Background: an optimization exercise with open tools, aiming at small area and a short achievable clock period. Do not read the settings as production practice.
Where RTL was checked, it was by simulation tests only, not by an equivalence proof against the original.
Power is estimated from default activity; no workload was simulated.

## tcpStream
module tcpStream #(
	parameter int fifoDepth = 64
) (
	input  wire                  CLOCK,
	input  wire                  rst,
	input  wire                  newPkt,
	input  wire                  dataValid,
	input  wire tcpStreamPkg::byteT   data,
	input  wire tcpStreamPkg::ipAddrT srcIp,
	input  wire tcpStreamPkg::portT   srcPort,
	input  wire tcpStreamPkg::ipAddrT dstIp,
	input  wire tcpStreamPkg::portT   dstPort,
	input  wire                  outReady,
	output logic                 outValid,
	output tcpStreamPkg::byteT   outData,
	output logic                 outFirst,
	output logic                 dropped,
	output logic                 gapped
);
	logic               rstQ;
	logic               newPktQ;
	logic               byteInQ;	 
	tcpStreamPkg::byteT dataQ;
	logic               isVlanHiQ;
	logic               isIpv4HiQ;
	logic               isIpv4LoQ;
	logic               isTcpQ;
	always_ff @(posedge CLOCK) begin
		rstQ      <= rst;
		newPktQ   <= newPkt;
		byteInQ   <= dataValid && !newPkt;
		dataQ     <= data;
		isVlanHiQ <= data == ETH_TYPE_VLAN_HI;
		isIpv4HiQ <= data == ETH_TYPE_IPV4_HI;
		isIpv4LoQ <= data == ETH_TYPE_IPV4_LO;
		isTcpQ    <= data == 8'(protoTcp);
	end
	logic   payNext;
	logic   payValidNext;	 
	logic   payFirst;
	assign payValidNext = !rst && dataValid && !newPkt && payNext;
	logic   segValid;
	tcpStreamPkg::seqNumT segSeq;
	logic   segSyn;
	tcpStreamPkg::lenT    segLen;
	frameParser frameParser_i (
		.CLOCK(CLOCK), .rst(rstQ),
		.newPkt(newPktQ), .byteIn(byteInQ), .data(dataQ),
		.isVlanHi(isVlanHiQ), .isIpv4Hi(isIpv4HiQ), .isIpv4Lo(isIpv4LoQ), .isTcp(isTcpQ),
		.srcIp(srcIp), .dstIp(dstIp), .srcPort(srcPort), .dstPort(dstPort),
		.payNext(payNext), .payFirst(payFirst),
		.segValid(segValid), .segSeq(segSeq), .segSyn(segSyn), .segLen(segLen)
	);
	payloadFifo #(.fifoDepth(fifoDepth)) payloadFifo_i (
  ...
Size in the first run: ~120 I/O pins, ~0.031 mm² of cells after synthesis.
clock: 5.5 ns
lec_check: 0
abc_clock_period_in_ps: 2200
cap_margin: 20
core_margin: 2
core_utilization: 55
cts_buf_list: sky130_fd_sc_hd__clkbuf_16
cts_cluster_diameter: 100
cts_cluster_size: 20
place_density: 0.7
setup_slack_margin: 3.3
slew_margin: 20
standard.sh (not shown) runs the stock make flow with config.mk's settings and CLKGATE_MAP_FILE= SYNTH_SCRIPT=/design/flow/synth_recipe.tcl, a recipe that flattens the netlist after the stock synthesis.
==> flow/flow/run.sh <==
#!/bin/bash
# The standard layout, with plain buffers on the ports in place of the
# delay buffers that buffer_ports picks by default. Every port still gets
# its own buffer.
set -euo pipefail
export BUFFER_PORTS_ARGS="-buffer_cell sky130_fd_sc_hd__buf_1"
bash standard.sh > standard.log 2>&1
Edit:
--- a/flow/config.mk
+++ b/flow/config.mk
@@ -13,2 +13,2 @@
-export CTS_CLUSTER_DIAMETER = 100
-export CTS_CLUSTER_SIZE = 20
+export CTS_CLUSTER_DIAMETER = 120
+export CTS_CLUSTER_SIZE = 24
- The changed run finished clean
- register-to-register slack gets better by 0.02 ns
- final cell count is lower by 0.33%
- routed wire length barely changes
- synthesized cell count does not change
- synthesized area does not change
- hold slack is about the same
- sequential cell count is unchanged
No run of this note included a check of the RTL's function; only the layout flow was run.

* * *

## run 1
Another version of the RTL of tcpStream (not shown whole).
Size in the first run: ~2100 cells after synthesis, roughly 760 flip-flops, about 120 I/O pins.
==> flow/config.mk <==
export PLATFORM = sky130hd
export DESIGN_NAME = tcpStream
export DESIGN_NICKNAME = tcpStream
export VERILOG_FILES = /design/flow/design.v
export SDC_FILE = /design/flow/constraint.sdc
export NUM_CORES = 4
export LEC_CHECK = 0
export ABC_CLOCK_PERIOD_IN_PS = 2200
export CAP_MARGIN = 20
export CORE_MARGIN = 2
export CORE_UTILIZATION = 55
export CTS_BUF_LIST = sky130_fd_sc_hd__clkbuf_16
export CTS_CLUSTER_DIAMETER = 120
export CTS_CLUSTER_SIZE = 24
export PLACE_DENSITY = 0.8
export SETUP_SLACK_MARGIN = 3.3
export SLEW_MARGIN = 20
==> flow/constraint.sdc <==
create_clock -name core_clock -period 5.5 [get_ports {CLOCK}]
set_input_delay 1.1000 -clock core_clock [delete_from_list [all_inputs] [get_ports {CLOCK}]]
set_output_delay 1.1000 -clock core_clock [all_outputs]
set_load 0.01 [all_outputs]
Scripts as last shown in full above: flow/flow/run.sh
[inputs] run 2 vs run 1
Settings: CORE_UTILIZATION: 55 -> 58; PLACE_DENSITY: 0.8 -> 0.72.
Findings:
Changes observed in run 2 relative to run 1: final setup slack of the worst path now sits lower; total iterations of the first detailed-routing run now sits lower; overall die area now sits lower; first-pass GRT wire length now sits lower. Comparing wire length for run 2 and run 1, the bigger number came from run 1. NOTE: initial detailed-routing violation count in run 2 falls short of that of run 1. For run 2, the worst setup path startpoint was payloadFifo_i.sndLo[7]$_SDFFE_PP0P_, unlike run 1, where it was payloadFifo_i.doWrite$_DFF_P_. In the tables for run 2 and run 1, critical path depth reads lower with run 1. Taking run 1 as the reference, in run 2 reported sequential group power has remained practically unchanged; met3 demand-to-capacity share in global routing went down by 0.55 points; final-layout non-clock buffer area share decreased 0.76 points.
Relative to run 2, the following input files were edited for run 3:
Settings: PLACE_DENSITY now 0.6, was 0.72; CORE_UTILIZATION now 40, was 58.
Results
- Net switching power figure delta for run 3 relative to run 2: 3.1% higher
- Between run 3 and run 2, the number of hold buffers added after cts figures differ only marginally.
- Row shortest period the worst path allows: run 3 lower / run 2 higher
- The core of run 3 is less densely filled than that of run 2.
- Compared with run 2, total non-filler cell area in the finished layout in run 3 increased slightly.
- The area taken by flip-flops and latches on run 2 is in line with that on run 3.
- As far as distinct cell type count after synthesis goes, run 3 and run 2 are indistinguishable; the numbers are identical.
- Max critical path depth across run 2 and run 3: run 2

* * *

Setup of run A:
Another version of the RTL of tcpStream (not shown whole).
Size: roughly 1900 cells after synthesis, roughly 720 flip-flops, roughly 120 I/O pins, ~30000 um2 of cells after synthesis.
export LEC_CHECK = 0
export CAP_MARGIN = 20
export CORE_MARGIN = 2
export CORE_UTILIZATION = 40
export PLACE_DENSITY = 0.6
export SLEW_MARGIN = 20
create_clock -name core_clock -period 5.5 [get_ports {CLOCK}]
run.sh (not shown) runs the stock make flow with config.mk's settings and CLKGATE_MAP_FILE= SYNTH_SCRIPT=/design/flow/synth_recipe.tcl, a recipe that flattens the netlist after the stock synthesis.
Stock flow here: none of the scripts above is used.
Modified inputs, run B compared to run A
- ABC_CLOCK_PERIOD_IN_PS: unset -> 2500
- SETUP_SLACK_MARGIN: unset -> 3.0
### Flow results
| share of cell area taken by flip-flops and latches | higher: run A |
The final critical-path required period number comes out higher for run A vs run B.
Power density of the placed cells, run B and run A: larger value in run A
Run B vs. run A: non-clock buffer count higher, met3 demand-to-capacity share in global routing roughly the same, global-route usage over all layers higher, routed metal-1 wirelength higher, area added between synthesis and finish higher.
#### Input delta (run C over run B)
- ABC_CLOCK_PERIOD_IN_PS changed from 2500 to 3500
- SETUP_SLACK_MARGIN changed from 3.0 to 2.0
==> comparison <==
- Run C finished every step from synthesis to the final layout, and the layout passed the timing, DRC and antenna checks.
- Run B → run C: area of all placed cells without fillers now sits lower, routed wire length fell by 6.8%, clock network area share higher.
Function was not checked in any run of this note: the RTL went through the layout flow alone.

[afterwards: timing with drivers on the ports]
The results above use ideal ports. As a check the final layouts listed here were re-extracted and re-timed, cells and wires unchanged. Step 1 assumes that a clkbuf_16 drives the clock port and a buf_2 every other input. Step 2 also shifts input and output timing later by t, the mid clock arrival at the registers, as if the neighbouring blocks saw the same clock. Slacks: no drivers / after step 1 / after step 2; pairs: no drivers / after step 1.
run	t (ns)	setup slack, ns	clock arrival spread, ns	worst slew at a driven data input, ns	cell pins on the clock port's net
the first run of note 1	0.659	3.311 / 3.247 / 2.713	0.016 / 0.016	0.09	1
the second run of note 1	0.657	3.298 / 3.234 / 2.718	0.031 / 0.031	0.10	1
run 1	0.664	3.253 / 3.209 / 2.545	0.039 / 0.038	0.10	1
run 2	0.639	3.231 / 3.202 / 2.778	0.027 / 0.027	0.08	1
run 3	0.651	3.285 / 3.220 / 2.687	0.042 / 0.043	0.11	1
run A	0.698	1.318 / 1.318 / 1.318	0.038 / 0.039	0.06	1
run B	0.690	2.099 / 2.099 / 2.099	0.030 / 0.030	0.06	1
run C	0.691	2.058 / 2.058 / 2.058	0.043 / 0.042	0.06	1
After both steps every run listed still meets setup and hold. The setup slack of run 1, which loses most, moves by -0.044 ns with the drivers and by -0.708 ns with both steps.
